What follows belongs to an exercise in optimizing a design on an open flow for small area, a short achievable clock period and few clock cycles; a production flow would make more cautious choices.
Where RTL was checked, it was by simulation tests only, not by an equivalence proof against the original.
Only the layout flow was run in run 3; the RTL was not checked for function there.

==> flow/design.v, too long to show whole: its modules and the start of the top module <==
// module renderStateRegs: 42 lines
// module surfaceControl: 99 lines
// module closestHit: 67 lines
// module axisMul: 2730 lines
// module surfaceUnit: 248 lines
module surfaceUnit #(
    parameter int FRAC_BITS   = 16,
    parameter int CHECKER_BIT = 18
) (
    input  logic        clk,
    input  logic        resetn,
    input  logic        addInput,
    input  surfacePkg::fixedT       rayOrigX,
    input  surfacePkg::fixedT       rayOrigY,
    input  surfacePkg::fixedT       rayOrigZ,
    input  surfacePkg::fixedT       rayDirX,
    input  surfacePkg::fixedT       rayDirY,
    input  surfacePkg::fixedT       rayDirZ,
    input  surfacePkg::pixelT       pixelX,
    input  surfacePkg::pixelT       pixelY,
    input  surfacePkg::bounceT      bounceLevel,
    input  surfacePkg::colorT       lastColor,
    output logic        fifoFull,
    output logic        rayStart,
    input  logic        hitValid,
    input  surfacePkg::fixedT       hitT,
    input  surfacePkg::primIndexT   hitPrim,
    input  surfacePkg::surfaceTypeT hitSurface,
    input  surfacePkg::colorT       hitColor,
    input  logic        candDone,
    input  logic        outputFull,
    output logic        valid,
    output surfacePkg::colorT       outColor,
    output surfacePkg::surfaceTypeT outSurface,
    output surfacePkg::primIndexT   outPrim,
    output surfacePkg::fixedT       hitPosX,
    output surfacePkg::fixedT       hitPosY,
    output surfacePkg::fixedT       hitPosZ,
    output surfacePkg::fixedT       shadowDirX,
    output surfacePkg::fixedT       shadowDirY,
    output surfacePkg::fixedT       shadowDirZ,
    output surfacePkg::pixelT       outPixelX,
    output surfacePkg::pixelT       outPixelY,
    output surfacePkg::bounceT      outBounce,
    output surfacePkg::colorT       outLastColor,
    input  logic        cfgWrite,
    input  surfacePkg::cfgAddrT     cfgAddr,
    input  logic [31:0] cfgData
);
  // ...
==> flow/flow/run.sh <==
#!/bin/bash
# Standard layout, with timing repair aiming for extra setup slack
# (the clock period and constraints are the design's, unchanged).
set -o pipefail
cp standard.sh standard_sh_copy.log 2>/dev/null
export SETUP_SLACK_MARGIN=7
# Port buffers: the smallest plain buffer instead of the default pick
export BUFFER_PORTS_ARGS="-buffer_cell sky130_fd_sc_hd__buf_1"
bash standard.sh > standard_flow.log 2>&1
==> flow/standard.sh <==
#!/bin/bash
# synth_recipe.tcl (not shown) runs the flow's synth.tcl, then flattens the netlist and writes it again
# the make line also repeats each setting of config.mk as NAME=value (left out here)
make -C /OpenROAD-flow-scripts/flow DESIGN_CONFIG=/design/flow/config.mk WORK_HOME=/design/flow/orfs CLKGATE_MAP_FILE= SYNTH_SCRIPT=/design/flow/synth_recipe.tcl "${@:-finish}"
==> flow/config.mk <==
export PLATFORM = sky130hd
export DESIGN_NAME = surfaceUnit
export DESIGN_NICKNAME = surfaceUnit
export VERILOG_FILES = /design/flow/design.v
export SDC_FILE = /design/flow/constraint.sdc
export NUM_CORES = 4
export LEC_CHECK = 0
export ABC_CLOCK_PERIOD_IN_PS = 3000
export CAP_MARGIN = 20
export CORE_MARGIN = 2
export CORE_UTILIZATION = 58
export CTS_CLUSTER_DIAMETER = 80
export CTS_CLUSTER_SIZE = 30
export PLACE_DENSITY = 0.72
export SLEW_MARGIN = 20
==> flow/constraint.sdc <==
create_clock -name core_clock -period 11.0 [get_ports {clk}]
set_input_delay 2.2000 -clock core_clock [delete_from_list [all_inputs] [get_ports {clk}]]
set_output_delay 2.2000 -clock core_clock [all_outputs]
set_load 0.01 [all_outputs]
==> results.py, run 1 <==
metrics = {
    "synth": {
        "synthDistinctLibCells": 75,
        "yosys_warnings": 5,
        "ys_seq_elements": 1508,
        "yosysSeqAreaShare_pct": 60.5,
        "synth_top_family_by_area": "adder cells",
    },
    "timing": {
        "max_slew_margin_pct": 32.9,
        "post-route-period-util_pct": 36.8,
        "layout_setup_ws_ns": 6.95,
        "setup_tns_ns": 0,
        "rsz0062_at_grt": "yes",
    },
    "finish": {
        "layout_common_cells": "edfxtp_1, buf_1, a22oi_1",
        "diodes": 18,
        "drive_above_1_share_pct": 9.45,
        "multi_input_area_share_pct": 33.3,
        "n_fill_cell": 8592,
        "seq_share_pct": 55.1,
        "post-route-util_pct": 64.4,
        "multiInputGateArea_um2": 25000,
    },
    "grt": {
        "track_usage_pct": 27.6,
        "grtUsageMet1_pct": 36.2,
        "grt_overflow": 0,
        "grt_max_degree": 158,
    },
    "clocking": {
        "insertion_delay_ns": 0.70,
        "cts_hold_buf": 0,
        "h-tree-depth": 3,
    },
    "worst_setup_path": {
        "cp.depth": 13,
        "crit_fanout": 5,
        "r2r_slack_ns": 6.95,
        "end_kind": "flop",
    },
    "worst_hold_path": {
        "hold_start": "i_control.inPixelY[13]",
        "whs_endpoint": "i_control.bufPixelY[13]",
        "worstHoldPathType": "reg -> reg",
    },
    "floorplan": {
        "floorplan.die_area_um2": 121000,
        "die_y_um": 347,
        "io_pins": 657,
        "num_rows": 125,
    },
    "detailed_routing": {
        "first_pass_iters": 6,
        "wl_met2_um": 80700,
    },
    "status": {
        "outcome": "timing/DRC/antenna clean",
    },
    "flow_run": {
        "drv_cap": 0,
    },
    "placed_design": {
        "finalWeightedCongestion": 0.882,
        "post_dp_cell_area_um2": 72300,
    },
}
Testbench counts, summed over its fixed seeds: cycles 9,983.
==> inputs of run 2 (changes only) <==
==> flow/config.mk (replaced) <==
export PLATFORM = sky130hd
export DESIGN_NAME = surfaceUnit
export DESIGN_NICKNAME = surfaceUnit
export VERILOG_FILES = /design/flow/design.v
export SDC_FILE = /design/flow/constraint.sdc
export NUM_CORES = 4
export LEC_CHECK = 0
export ABC_AREA = 1
export CAP_MARGIN = 20
export CORE_MARGIN = 2
export CORE_UTILIZATION = 58
export PLACE_DENSITY = 0.72
export SLEW_MARGIN = 20
==> run 2 against run 1 <==
Compared with the run above: first-iteration DRC count up 29%; worst hold slack got worse by 0.0052 ns; sequential share of layout area decreased by 2.2 points; flip-flop and latch count unchanged; synthesized cell count up 17%; critical path depth fell by 6; worst setup slack gained 0.088 ns; highest routed layer is now met5; still clean on timing, DRC and antenna; utilization grew 1.8 points.
==> results.py, run 2 <==
metrics = {
    "status": {
        "outcome": "timing/DRC/antenna clean",
    },
    "detailed_routing": {
        "ant_nets": 0,
        "post-route-drc-count": 0,
        "dr.first_iter.drc_count": 4873,
        "routed_wirelength_um": 177000,
        "wire_per_inst_um": 22.8,
        "vias": 44573,
        "routed_via_density": 5.75,
        "first_pass_iters": 8,
    },
    "worst_setup_path": {
        "cp.arrival_ns": 4.62,
        "cp.required_ns": 11.66,
        "end_kind": "flop",
        "slowest_delay_ns": 0.86,
        "crit_family": "adder cells",
        "worstSetupPathType": "reg -> reg",
        "crit_path_frequent_cell": "fa_1",
        "crit_chain": "inv_1, o22ai_1, xor2_1, fa_1, fa_1, fa_1, fa_1",
        "startpoint_type": "flop",
        "critPathSlowestCell": "inv_1",
        "worst-path-buf-inv": 1,
        "crit_fanout": 23,
    },
    "clocking": {
        "h-tree-depth": 4,
        "clock_sinks": 1508,
        "insertion_delay_ns": 0.79,
        "cts_hold_buf": 0,
        "clk_pin_slew_ns": 0.06,
        "cts_tree": "yes",
        "numCtsBuffers": 152,
        "root_buffer": "clkbuf_16",
        "clockBufferDepth": 3,
    },
    "synth": {
        "synth.top_cell.area_share_pct": 44.2,
        "syn_nets": 6365,
        "synth_area_leaders": "edfxtp_1, fa_1, dfxtp_1, xor2_1, dfrtp_1",
        "synthArstFlopShare_pct": 12.9,
        "synth_common_cells": "edfxtp_1, nand2_1, inv_1",
        "synthDistinctLibCells": 46,
        "yosys_warnings": 5,
        "syn-cell-area_um2": 68800,
        "yosys.area.top_type": "edfxtp_1",
        "syn_inst": 5483,
        "synth_edf_count": 1012,
        "yosys_most_used_dff": "edfxtp_1",
        "ys_seq_elements": 1508,
        "yosysSeqAreaShare_pct": 60.1,
        "synth_area_per_cell_um2": 12.5,
        "yosysMostFrequentCell": "edfxtp_1",
    },
    "grt": {
        "grt_max_degree": 181,
        "use_met2_pct": 45.6,
        "globalRouteMet3Util_pct": 8.37,
        "track_usage_pct": 29.3,
        "grt_overflow": 0,
        "antenna_found_initial": 18,
        "grt_pass1_vias": 44858,
        "grt_most_used_layer": "met2",
        "grtUsageMet1_pct": 38.4,
        "grt_first_pass_wirelength_um": 267000,
    },
    "placed_design": {
        "portBuffers": 656,
        "finalWeightedCongestion": 0.978,
        "pre_cts_ws_ns": 6.17,
        "post_dp_cell_area_um2": 72700,
        "dp_hpwl_um": 120000,
    },
    "floorplan": {
        "io_pins": 657,
        "die_y_um": 348,
        "floorplan.die_area_um2": 121000,
        "design.core.area_um2": 118000,
        "fp.dieW_um": 348,
        "num_rows": 126,
        "start_util_pct": 58.3,
    },
    "timing": {
        "post-route-period-util_pct": 36.0,
        "skew_ns": 0.0447,
        "setup_tns_ns": 0,
        "hold_slack_ns": 0.408,
        "max_slew_margin_pct": 19.9,
        "setup_viol": 0,
        "min_period_ns": 3.96,
        "worst_pin_slew_ns": 1.20,
        "layout_setup_ws_ns": 7.04,
        "hold_viol_final": 0,
        "slew_violations": 0,
        "rsz0062_at_grt": "yes",
        "fmax_mhz": 252,
    },
    "finish": {
        "syn_to_final_growth_pct": 13.5,
        "layout_common_cells": "edfxtp_1, nand2_1, buf_1",
        "final_common_cell": "edfxtp_1",
        "finalInstanceArea_um2": 78100,
        "drive_above_1_share_pct": 6.85,
        "fin_nets": 6957,
        "seq_area_um2": 41300,
        "multiInputGateArea_um2": 24200,
        "n_fill_cell": 8652,
    },
    "flow_run": {
        "drv_cap": 0,
    },
    "worst_hold_path": {
        "worstHoldPathType": "reg -> reg",
    },
}
## run 2: changes by cell type after synthesis, sizes merged, moves of 165 or more
cell | before | now
nand2 | 229 | 793
xor2 | 202 | 495
mux2 | 168 | 3
xnor2 | 357 | 26
o22ai | 1 | 440
a22oi | 442 | 0
inv | 307 | 553
## run 2: cells by family (layout without fill, tap and decap cells)
kind of cell	after synthesis	after routing	share of synthesized area [%]
flip-flops	1508	1508	60.1
AND/OR/NAND/NOR	1150	1150	6.80
AO/OA/AOI/OAI	902	902	7.68
buffers and inverters	881	1601	4.95
XOR/XNOR	521	521	6.63
adder cells (fa/ha/maj)	518	518	13.8
multiplexers	3	3	0.0491
other	0	18	0
## run 2: worst paths after layout
path | startpoint | to | slack (ns) | cells past startpoint
worst max-delay path | mulDir[25] | i_mul.r826 | 7.04 | 7
worst min-delay path | i_control.inDirX[27] | i_control.bufDirX[27] | 0.41 | 0
worst max register to register | mulDir[25] | i_mul.r826 | 7.04 | 7
worst min register to register | i_control.inDirX[27] | i_control.bufDirX[27] | 0.41 | 0
max in group asynchronous | resetn | i_closestHit.candHitR | 7.37 | 3
min in group asynchronous | resetn | i_closestHit.bestPrim[0] | 1.50 | 1
## run 2: layout make-up
type | count | area share (%)
clock inverter | 99 | 1.46
multi-input combinational | 3094 | 31.0
antenna | 18 | 0.0577
clock buffer | 183 | 5.13
tap | 1536 | 2.46
inverter | 569 | 2.81
sequential | 1508 | 52.9
timing repair buffer | 750 | 4.15
## run 2: routing by layer
layer / up-vias / part of all wire [%]
met4: 6 / 4.5
li1: 19875 / -
met3: 564 / 10
met2: 2525 / 46
met1: 21603 / 39
met5: - / 0.023
## run 2: stage by stage
step,util [%],std cells
final,66.2,7757
after global routing,66.2,7754
after detailed placement,61.6,7448
after global placement,61.6,7448
after CTS,66.0,7730
after floorplan,-,5483
## run 2: what timing repair did
item | in CTS | in global routing
cloned | 0 | 0
gates resized for setup | 5 | 28
buffers inserted | 0 | 9
setup endpoints to repair | 50 | 289
==> module closestHit, before the edit <==
module closestHit (
    input  logic        clk,
    input  logic        resetn,
    input  logic        hitValid,
    input  surfacePkg::fixedT       hitT,
    input  surfacePkg::primIndexT   hitPrim,
    input  surfacePkg::surfaceTypeT hitSurface,
    input  surfacePkg::colorT       hitColor,
    input  logic        candDone,
    input  logic        capture,
    output logic        candDoneR,
    output surfacePkg::fixedT       finT,
    output surfacePkg::surfaceTypeT finSurface,
    output surfacePkg::primIndexT   finPrim,
    output surfacePkg::colorT       finColor
);
    logic                    candHitR;
    surfacePkg::fixedT       candTR;
    surfacePkg::primIndexT   candPrimR;
    surfacePkg::surfaceTypeT candSurfR;
    surfacePkg::colorT       candColorR;
    surfacePkg::fixedT       bestT;
    surfacePkg::surfaceTypeT bestSurface;
    surfacePkg::primIndexT   bestPrim;
    surfacePkg::colorT       bestColor;
    logic closer;
    always_ff @(posedge clk or negedge resetn) begin
        if (!resetn) begin
            candHitR  <= 1'b0;
            candDoneR <= 1'b0;
        end else begin
            candHitR  <= hitValid && (hitSurface != surfacePkg::stNone);
            candDoneR <= candDone;
        end
    end
    always_ff @(posedge clk) begin
        candTR     <= hitT;
        candPrimR  <= hitPrim;
        candSurfR  <= hitSurface;
        candColorR <= hitColor;
    end
    assign closer = candHitR && (candTR < bestT);
    assign finT       = closer ? candTR     : bestT;
    assign finSurface = closer ? candSurfR  : bestSurface;
    assign finPrim    = closer ? candPrimR  : bestPrim;
    assign finColor   = closer ? candColorR : bestColor;
    always_ff @(posedge clk or negedge resetn) begin
        if (!resetn) begin
            bestT       <= surfacePkg::FIXED_MAX;
            bestSurface <= surfacePkg::stNone;
            bestPrim    <= '0;
        end else if (capture) begin
            bestT       <= surfacePkg::FIXED_MAX;
            bestSurface <= surfacePkg::stNone;
            bestPrim    <= '0;
        end else if (closer) begin
            bestT       <= candTR;
            bestSurface <= candSurfR;
            bestPrim    <= candPrimR;
        end
    end
    always_ff @(posedge clk) begin
        if (closer) begin
            bestColor <= candColorR;
        end
    end
endmodule
==> module surfaceUnit, before the edit <==
module surfaceUnit #(
    parameter int FRAC_BITS   = 16,
    parameter int CHECKER_BIT = 18
) (
    input  logic        clk,
    input  logic        resetn,
    input  logic        addInput,
    input  surfacePkg::fixedT       rayOrigX,
    input  surfacePkg::fixedT       rayOrigY,
    input  surfacePkg::fixedT       rayOrigZ,
    input  surfacePkg::fixedT       rayDirX,
    input  surfacePkg::fixedT       rayDirY,
    input  surfacePkg::fixedT       rayDirZ,
    input  surfacePkg::pixelT       pixelX,
    input  surfacePkg::pixelT       pixelY,
    input  surfacePkg::bounceT      bounceLevel,
    input  surfacePkg::colorT       lastColor,
    output logic        fifoFull,
    output logic        rayStart,
    input  logic        hitValid,
    input  surfacePkg::fixedT       hitT,
    input  surfacePkg::primIndexT   hitPrim,
    input  surfacePkg::surfaceTypeT hitSurface,
    input  surfacePkg::colorT       hitColor,
    input  logic        candDone,
    input  logic        outputFull,
    output logic        valid,
    output surfacePkg::colorT       outColor,
    output surfacePkg::surfaceTypeT outSurface,
    output surfacePkg::primIndexT   outPrim,
    output surfacePkg::fixedT       hitPosX,
    output surfacePkg::fixedT       hitPosY,
    output surfacePkg::fixedT       hitPosZ,
    output surfacePkg::fixedT       shadowDirX,
    output surfacePkg::fixedT       shadowDirY,
    output surfacePkg::fixedT       shadowDirZ,
    output surfacePkg::pixelT       outPixelX,
    output surfacePkg::pixelT       outPixelY,
    output surfacePkg::bounceT      outBounce,
    output surfacePkg::colorT       outLastColor,
    input  logic        cfgWrite,
    input  surfacePkg::cfgAddrT     cfgAddr,
    input  logic [31:0] cfgData
);
    surfacePkg::colorT       clearColor;
    surfacePkg::primIndexT   groundPrim;
    surfacePkg::fixedT       bufOrigX, bufOrigY, bufOrigZ;
    surfacePkg::fixedT       bufDirX, bufDirY, bufDirZ;
    surfacePkg::pixelT       bufPixelX, bufPixelY;
    surfacePkg::bounceT      bufBounce;
    surfacePkg::colorT       bufLastColor;
    logic                    candDoneR;
    surfacePkg::fixedT       finT;
    surfacePkg::surfaceTypeT finSurface;
    surfacePkg::primIndexT   finPrim;
    surfacePkg::colorT       finColor;
    logic surfFinish;
    logic trackerOk;
    logic capture;
    logic resultPend;      
    logic       bkFull;
    logic [1:0] bkAxis;    
    logic       bkGo;
    logic       bkIssue;
    logic       bkWaiting;
    logic       bkFree;
    logic [15:0]             bkNeg, bkOne, bkTwo;    
    logic [15:0]             finNeg, finOne, finTwo;
    surfacePkg::fixedT       bkOrigX, bkOrigY;
    surfacePkg::fixedT       bkDirX, bkDirY;
    surfacePkg::surfaceTypeT bkSurface;
    surfacePkg::primIndexT   bkPrim;
    surfacePkg::colorT       bkColor;
    surfacePkg::pixelT       bkPixelX, bkPixelY;
    surfacePkg::bounceT      bkBounce;
    surfacePkg::colorT       bkLastColor;
    surfacePkg::fixedT       mulDir, mulOrig, mulRes;
    logic       resValid;                     
    logic [1:0] resAxis;                      
    logic       lastAxisRes;                  
    logic       recPend;                      
    logic       recHeld;
    logic       darkSquare;
    renderStateRegs i_renderState (
        .clk        (clk),
        .resetn     (resetn),
        .cfgWrite   (cfgWrite),
        .cfgAddr    (cfgAddr),
        .cfgData    (cfgData),
        .clearColor (clearColor),
        .lightDirX  (shadowDirX),
        .lightDirY  (shadowDirY),
        .lightDirZ  (shadowDirZ),
        .groundPrim (groundPrim)
    );
    surfaceControl i_control (
        .clk          (clk),
        .resetn       (resetn),
        .addInput     (addInput),
        .rayOrigX     (rayOrigX),
        .rayOrigY     (rayOrigY),
        .rayOrigZ     (rayOrigZ),
        .rayDirX      (rayDirX),
        .rayDirY      (rayDirY),
        .rayDirZ      (rayDirZ),
        .pixelX       (pixelX),
        .pixelY       (pixelY),
        .bounceLevel  (bounceLevel),
        .lastColor    (lastColor),
        .candDone     (candDone),
        .capture      (capture),
        .trackerOk    (trackerOk),
        .fifoFull     (fifoFull),
        .rayStart     (rayStart),
        .bufOrigX     (bufOrigX),
        .bufOrigY     (bufOrigY),
        .bufOrigZ     (bufOrigZ),
        .bufDirX      (bufDirX),
        .bufDirY      (bufDirY),
        .bufDirZ      (bufDirZ),
        .bufPixelX    (bufPixelX),
        .bufPixelY    (bufPixelY),
        .bufBounce    (bufBounce),
        .bufLastColor (bufLastColor),
        .surfFinish   (surfFinish)
    );
    closestHit i_closestHit (
        .clk        (clk),
        .resetn     (resetn),
        .hitValid   (hitValid),
        .hitT       (hitT),
        .hitPrim    (hitPrim),
        .hitSurface (hitSurface),
        .hitColor   (hitColor),
        .candDone   (candDone),
        .capture    (capture),
        .candDoneR  (candDoneR),
        .finT       (finT),
        .finSurface (finSurface),
        .finPrim    (finPrim),
        .finColor   (finColor)
    );
    assign bkWaiting = bkFull && (bkAxis == 2'd0);
    assign bkFree    = !bkFull || (bkAxis == 2'd2);
    assign capture   = (candDoneR || resultPend) && bkFree;
    assign recHeld = (recPend && !valid) || lastAxisRes;
    assign bkGo    = bkWaiting && (!outputFull || !recHeld);
    assign bkIssue = bkGo || (bkFull && (bkAxis != 2'd0));
    assign trackerOk = !(surfFinish && (candDoneR || resultPend)) &&
                       !((surfFinish || candDoneR || resultPend) && bkWaiting && !bkGo);
    always_ff @(posedge clk or negedge resetn) begin
        if (!resetn) begin
            resultPend  <= 1'b0;
            bkFull      <= 1'b0;
            bkAxis      <= 2'd0;
            resValid    <= 1'b0;
            resAxis     <= 2'd0;
            recPend     <= 1'b0;
            valid       <= 1'b0;
        end else begin
            resultPend <= (candDoneR || resultPend) && !capture;
            if (capture) begin
                bkFull <= 1'b1;
                bkAxis <= 2'd0;
            end else if (bkIssue) begin
                bkAxis <= (bkAxis == 2'd2) ? 2'd0 : bkAxis + 2'd1;
                if (bkAxis == 2'd2) begin
                    bkFull <= 1'b0;
                end
            end
            resValid    <= bkIssue;
            resAxis     <= bkAxis;
            recPend     <= lastAxisRes || (recPend && !valid);
            valid       <= (lastAxisRes || (recPend && !valid)) && !outputFull;
        end
    end
    always_ff @(posedge clk) begin
        if (capture) begin
            bkNeg       <= finNeg;
            bkOne       <= finOne;
            bkTwo       <= finTwo;
            bkSurface   <= finSurface;
            bkPrim      <= finPrim;
            bkColor     <= (finSurface != surfacePkg::stNone) ? finColor : clearColor;
            bkOrigX     <= bufOrigX;
            bkOrigY     <= bufOrigY;
            bkDirX      <= bufDirX;
            bkDirY      <= bufDirY;
            bkPixelX    <= bufPixelX;
            bkPixelY    <= bufPixelY;
            bkBounce    <= bufBounce;
            bkLastColor <= bufLastColor;
        end
    end
    always_comb begin
        for (int i = 0; i < 16; i++) begin
            finNeg[i] = finT[2*i+1];
            finOne[i] = finT[2*i] ^ ((i == 0) ? 1'b0 : finT[2*i-1]);
            finTwo[i] = (finT[2*i+1] && !finT[2*i] && !((i == 0) ? 1'b0 : finT[2*i-1])) ||
                        (!finT[2*i+1] && finT[2*i] && ((i == 0) ? 1'b0 : finT[2*i-1]));
        end
    end
    always_ff @(posedge clk) begin
        if (capture) begin
            mulDir  <= bufDirZ;
            mulOrig <= bufOrigZ;
        end else if (bkIssue) begin
            mulDir  <= (bkAxis == 2'd0) ? bkDirX : bkDirY;
            mulOrig <= (bkAxis == 2'd0) ? bkOrigX : bkOrigY;
        end
    end
    axisMul i_mul (
        .clk  (clk),
        .bNeg (bkNeg),
        .bOne (bkOne),
        .bTwo (bkTwo),
        .d   (mulDir),
        .o   (mulOrig),
        .res (mulRes)
    );
    assign lastAxisRes = resValid && (resAxis == 2'd2);
    assign darkSquare = (outSurface != surfacePkg::stNone) && (outPrim == groundPrim) &&
                        (hitPosX[CHECKER_BIT] != hitPosZ[CHECKER_BIT]);
    always_ff @(posedge clk) begin
        if (bkFull && (bkAxis == 2'd2)) begin
            outColor     <= bkColor;
            outSurface   <= bkSurface;
            outPrim      <= bkPrim;
            outPixelX    <= bkPixelX;
            outPixelY    <= bkPixelY;
            outBounce    <= bkBounce;
            outLastColor <= bkLastColor;
        end
        if (resValid && (resAxis == 2'd0)) begin
            hitPosZ <= mulRes;
        end
        if (resValid && (resAxis == 2'd1)) begin
            hitPosX <= mulRes;
        end
        if (lastAxisRes) begin
            hitPosY <= mulRes;
            if (darkSquare) begin
                outColor <= {1'b0, outColor[23:17], 1'b0, outColor[15:9],
                             1'b0, outColor[7:1]};
            end
        end
    end
endmodule
==> inputs of run 3 (changes only) <==
--- a/flow/design.v
+++ b/flow/design.v
@@ -174,44 +174,22 @@
     input  surfacePkg::primIndexT   hitPrim,
     input  surfacePkg::surfaceTypeT hitSurface,
     input  surfacePkg::colorT       hitColor,
-    input  logic        candDone,
     input  logic        capture,
-    output logic        candDoneR,
     output surfacePkg::fixedT       finT,
     output surfacePkg::surfaceTypeT finSurface,
     output surfacePkg::primIndexT   finPrim,
     output surfacePkg::colorT       finColor
 );
-    logic                    candHitR;
-    surfacePkg::fixedT       candTR;
-    surfacePkg::primIndexT   candPrimR;
-    surfacePkg::surfaceTypeT candSurfR;
-    surfacePkg::colorT       candColorR;
     surfacePkg::fixedT       bestT;
     surfacePkg::surfaceTypeT bestSurface;
     surfacePkg::primIndexT   bestPrim;
     surfacePkg::colorT       bestColor;
     logic closer;
-    always_ff @(posedge clk or negedge resetn) begin
-        if (!resetn) begin
-            candHitR  <= 1'b0;
-            candDoneR <= 1'b0;
-        end else begin
-            candHitR  <= hitValid && (hitSurface != surfacePkg::stNone);
-            candDoneR <= candDone;
-        end
-    end
-    always_ff @(posedge clk) begin
-        candTR     <= hitT;
-        candPrimR  <= hitPrim;
-        candSurfR  <= hitSurface;
-        candColorR <= hitColor;
-    end
-    assign closer = candHitR && (candTR < bestT);
-    assign finT       = closer ? candTR     : bestT;
-    assign finSurface = closer ? candSurfR  : bestSurface;
-    assign finPrim    = closer ? candPrimR  : bestPrim;
-    assign finColor   = closer ? candColorR : bestColor;
+    assign closer = hitValid && (hitSurface != surfacePkg::stNone) && (hitT < bestT);
+    assign finT       = closer ? hitT       : bestT;
+    assign finSurface = closer ? hitSurface : bestSurface;
+    assign finPrim    = closer ? hitPrim    : bestPrim;
+    assign finColor   = closer ? hitColor   : bestColor;
     always_ff @(posedge clk or negedge resetn) begin
         if (!resetn) begin
             bestT       <= surfacePkg::FIXED_MAX;
@@ -222,14 +200,14 @@
             bestSurface <= surfacePkg::stNone;
             bestPrim    <= '0;
         end else if (closer) begin
-            bestT       <= candTR;
-            bestSurface <= candSurfR;
-            bestPrim    <= candPrimR;
+            bestT       <= hitT;
+            bestSurface <= hitSurface;
+            bestPrim    <= hitPrim;
         end
     end
     always_ff @(posedge clk) begin
         if (closer) begin
-            bestColor <= candColorR;
+            bestColor <= hitColor;
         end
     end
 endmodule
@@ -3015,7 +2993,6 @@
     surfacePkg::pixelT       bufPixelX, bufPixelY;
     surfacePkg::bounceT      bufBounce;
     surfacePkg::colorT       bufLastColor;
-    logic                    candDoneR;
     surfacePkg::fixedT       finT;
     surfacePkg::surfaceTypeT finSurface;
     surfacePkg::primIndexT   finPrim;
@@ -3098,9 +3075,7 @@
         .hitPrim    (hitPrim),
         .hitSurface (hitSurface),
         .hitColor   (hitColor),
-        .candDone   (candDone),
         .capture    (capture),
-        .candDoneR  (candDoneR),
         .finT       (finT),
         .finSurface (finSurface),
         .finPrim    (finPrim),
@@ -3108,12 +3083,11 @@
     );
     assign bkWaiting = bkFull && (bkAxis == 2'd0);
     assign bkFree    = !bkFull || (bkAxis == 2'd2);
-    assign capture   = (candDoneR || resultPend) && bkFree;
+    assign capture   = (surfFinish || resultPend) && bkFree;
     assign recHeld = (recPend && !valid) || lastAxisRes;
     assign bkGo    = bkWaiting && (!outputFull || !recHeld);
     assign bkIssue = bkGo || (bkFull && (bkAxis != 2'd0));
-    assign trackerOk = !(surfFinish && (candDoneR || resultPend)) &&
-                       !((surfFinish || candDoneR || resultPend) && bkWaiting && !bkGo);
+    assign trackerOk = !(surfFinish || resultPend) || bkFree || (bkFull && (bkAxis == 2'd1));
     always_ff @(posedge clk or negedge resetn) begin
         if (!resetn) begin
             resultPend  <= 1'b0;
@@ -3124,7 +3098,7 @@
             recPend     <= 1'b0;
             valid       <= 1'b0;
         end else begin
-            resultPend <= (candDoneR || resultPend) && !capture;
+            resultPend <= (surfFinish || resultPend) && !capture;
             if (capture) begin
                 bkFull <= 1'b1;
                 bkAxis <= 2'd0;
==> flow/flow/run.sh (replaced) <==
#!/bin/bash
# Standard layout, with timing repair aiming for extra setup slack
# (the clock period and constraints are the design's, unchanged).
set -o pipefail
cp standard.sh standard_sh_copy.log 2>/dev/null
export SETUP_SLACK_MARGIN=7
bash standard.sh > standard_flow.log 2>&1
==> flow/config.mk (replaced) <==
export PLATFORM = sky130hd
export DESIGN_NAME = surfaceUnit
export DESIGN_NICKNAME = surfaceUnit
export VERILOG_FILES = /design/flow/design.v
export SDC_FILE = /design/flow/constraint.sdc
export NUM_CORES = 4
export LEC_CHECK = 0
export ABC_CLOCK_PERIOD_IN_PS = 3000
export CAP_MARGIN = 20
export CORE_MARGIN = 2
export CORE_UTILIZATION = 40
export PLACE_DENSITY = 0.6
export SLEW_MARGIN = 20
==> run 3 against run 2 <==
Compared with the run above: design area increased by 6.5%; synthesized cell count down 14%; synthesized area fell by 2.2%; wire length is 16% higher; critical endpoint is now bkTwo[4].
==> results.py, run 3 <==
metrics = {
    "timing": {
        "worst_pin_slew_ns": 1.17,
        "fmax_mhz": 245,
        "hold_slack_ns": 0.407,
        "max_slew_margin_pct": 21.6,
        "setup_viol": 0,
        "rsz0062_at_grt": "yes",
        "min_period_ns": 4.08,
        "setup_tns_ns": 0,
        "post-route-period-util_pct": 37.1,
        "hold_viol_final": 0,
        "skew_ns": 0.0493,
        "slew_violations": 0,
    },
    "clocking": {
        "clock_sinks": 1436,
        "cts_tree": "yes",
        "root_buffer": "clkbuf_16",
        "clk_pin_slew_ns": 0.06,
        "numCtsBuffers": 154,
        "cts_hold_buf": 0,
        "h-tree-depth": 4,
        "clockBufferDepth": 3,
        "insertion_delay_ns": 0.82,
    },
    "grt": {
        "grt_max_degree": 160,
        "antenna_found_initial": 67,
        "track_usage_pct": 23.5,
        "grt_overflow": 0,
        "grt_pass1_vias": 43417,
        "grt_first_pass_wirelength_um": 296000,
    },
    "synth": {
        "yosys.area.top_type": "edfxtp_1",
        "synth.top_cell.area_share_pct": 45.2,
        "yosysMostFrequentCell": "edfxtp_1",
        "synthArstFlopShare_pct": 13.4,
        "synth_area_per_cell_um2": 14.3,
        "synthDistinctLibCells": 79,
        "syn_inst": 4715,
        "synth_area_leaders": "edfxtp_1, fa_1, dfxtp_1, dfrtp_1, a22oi_1",
        "synth_common_cells": "edfxtp_1, a22oi_1, fa_1",
        "synth_edf_count": 1012,
        "syn_nets": 5597,
        "yosys_most_used_dff": "edfxtp_1",
        "yosys_warnings": 5,
        "ys_seq_elements": 1436,
        "syn-cell-area_um2": 67300,
        "yosysSeqAreaShare_pct": 59.3,
    },
    "detailed_routing": {
        "post-route-drc-count": 0,
        "ant_nets": 0,
        "first_pass_iters": 6,
        "wire_per_inst_um": 26.5,
        "dr.first_iter.drc_count": 3218,
        "vias": 41682,
        "routed_wirelength_um": 204000,
        "routed_via_density": 5.40,
    },
    "worst_setup_path": {
        "worstSetupPathType": "in -> reg",
        "startpoint_type": "primary input",
        "crit_fanout": 8,
        "cp.required_ns": 11.51,
        "end_kind": "flop",
        "cp.arrival_ns": 4.60,
        "reg2reg_depth": 12,
    },
    "flow_run": {
        "drv_cap": 0,
    },
    "placed_design": {
        "place_inst": 7350,
        "portBuffers": 656,
        "finalWeightedCongestion": 0.850,
        "post_dp_cell_area_um2": 76700,
        "dp_hpwl_um": 133000,
    },
    "floorplan": {
        "design.core.area_um2": 167000,
        "start_util_pct": 40.2,
        "fp.dieW_um": 414,
        "floorplan.die_area_um2": 172000,
        "die_y_um": 414,
        "io_pins": 657,
        "num_rows": 150,
    },
    "finish": {
        "fin_cells": 7723,
        "drive_above_1_share_pct": 14.6,
        "final_common_cell": "edfxtp_1",
        "syn_to_final_growth_pct": 23.5,
        "finalInstanceArea_um2": 83100,
        "layout_common_cells": "edfxtp_1, clkdlybuf4s50_1, a22oi_1",
        "fin_nets": 6252,
    },
    "status": {
        "outcome": "timing/DRC/antenna clean",
    },
    "worst_hold_path": {
        "hold-path-cell-count": 0,
        "worstHoldPathType": "reg -> reg",
    },
}
## run 3: cell types whose count changed in the layout (fill, tap and decap cells not counted), moves of 75 or more
| cell | previous run | this run |
|---|---|---|
| a22oi_1 | 0 | 440 |
| buf_1 | 655 | 0 |
| clkdlybuf4s50_1 | 0 | 516 |
| dlygate4sd2_1 | 0 | 101 |
| inv_1 | 524 | 276 |
| mux2_2 | 3 | 140 |
| mux2i_1 | 0 | 107 |
| nand2_1 | 789 | 207 |
| nor2_1 | 165 | 90 |
| o21ai_0 | 185 | 106 |
| o22ai_1 | 440 | 1 |
| xnor2_1 | 26 | 344 |
| xor2_1 | 491 | 200 |
## run 3: cell type report
class,instances,area [um2]
antenna,21,52.6
clock inverter,79,913
clock buffer,205,4160
timing repair inverter,1,8.76
tap,2204,2760
multi-input combinational,2677,26400
fill,14441,84100
timing repair buffer,818,7900
sequential,1436,39900
inverter,282,1080
## run 3: critical path, stage by stage
cell and delay, ns:
buf_2 0.14, ha_1 0.21, a21o_1 0.18, a21oi_1 0.14, nor2b_1 0.06, o21ai_1 0.15, o2111ai_2 0.13, a311o_2 0.38
buf_6 0.14, a21oi_4 0.21, nor2_4 0.11, buf_6 0.13, buf_6 0.12, buf_12 0.14, mux2i_2 0.14
## run 3: path summary, 6_finish.rpt
path | from | slack, ns | to
setup / recovery | hitT[8] | 6.92 | bkTwo[4]
hold / removal | i_control.bufPixelY[7] | 0.41 | bkPixelY[7]
setup reg to reg | i_mul.r884 | 7.00 | hitPosY[30]
hold reg to reg | i_control.bufPixelY[7] | 0.41 | bkPixelY[7]
max in group asynchronous | resetn | 7.58 | i_renderState.groundPrim[6]
min in group asynchronous | resetn | 1.51 | i_renderState.lightDirX[31]
## run 3: routing by layer
layer  vias to the layer above  part of all wire [%]  global-route usage, %
met4                        64                   4.7                   10.8
met1                     21115                    39                   28.8
li1                      18092                     -                      -
met3                       566                   8.9                   7.25
met2                      1845                    47                   38.0
met5                         -                  0.20                      0
## run 3: logic make-up after synthesis
logic type / Yosys count / synth area share [%]
AND/OR/NAND/NOR: 481 / 3.24
AO/OA/AOI/OAI: 846 / 8.41
flip-flops: 1436 / 59.3
multiplexers: 270 / 4.32
XOR/XNOR: 553 / 7.20
adder cells (fa/ha/maj): 518 / 14.1
buffers and inverters: 611 / 3.47
## run 3: repair_timing
action	CTS	global route
setup endpoints to repair	842	323
buffers inserted	31	23
pin swaps	46	28
cloned	8	6
gates resized for setup	293	91
## run 3: metrics by stage
| step | util [%] | worst slack, ns |
|---|---|---|
| final | 49.7 | 6.92 |
| after global routing | 49.7 | 6.86 |
| after CTS | 49.3 | 6.92 |
| after detailed placement | 45.9 | 4.04 |
| after global placement | 45.9 | 4.07 |
| after floorplan | - | -6.78 |

afterwards: timing with drivers on the ports:
No port has a modelled driver above. Below, the same layouts with a new extraction and two added sets of constraints. Step 1 (the two cells are an assumption about what drives the block):
set clk [get_ports {clk}]
set_driving_cell -lib_cell sky130_fd_sc_hd__clkbuf_16 $clk
set_driving_cell -lib_cell sky130_fd_sc_hd__buf_2 [delete_from_list [all_inputs] $clk]
Step 2 times the ports against the registers' clock, not the clock port: input delays grow and output delays shrink by t, the midpoint of the rising clock arrivals with the driver on. Slacks: ideal / step 1 / step 2; pairs: ideal / step 1.
| run | t, ns | setup slack, ns | worst setup path after step 2 | worst slew at a driven data input, ns | pins driven straight from the clock port |
|---|---|---|---|---|---|
| run 1 | 0.748 | 6.948 / 6.948 / 6.922 | input to register | 0.13 | 1 |
| run 2 | 0.846 | 7.036 / 7.036 / 6.574 | input, reset recovery | 0.12 | 1 |
| run 3 | 0.893 | 6.917 / 6.967 / 6.075 | input to register | 0.17 | 1 |
After both steps every run listed still meets setup and hold. For run 3, which loses most, drivers alone change the setup slack by +0.050 ns; drivers and shift together by -0.842 ns. Setup slack includes reset recovery checks.
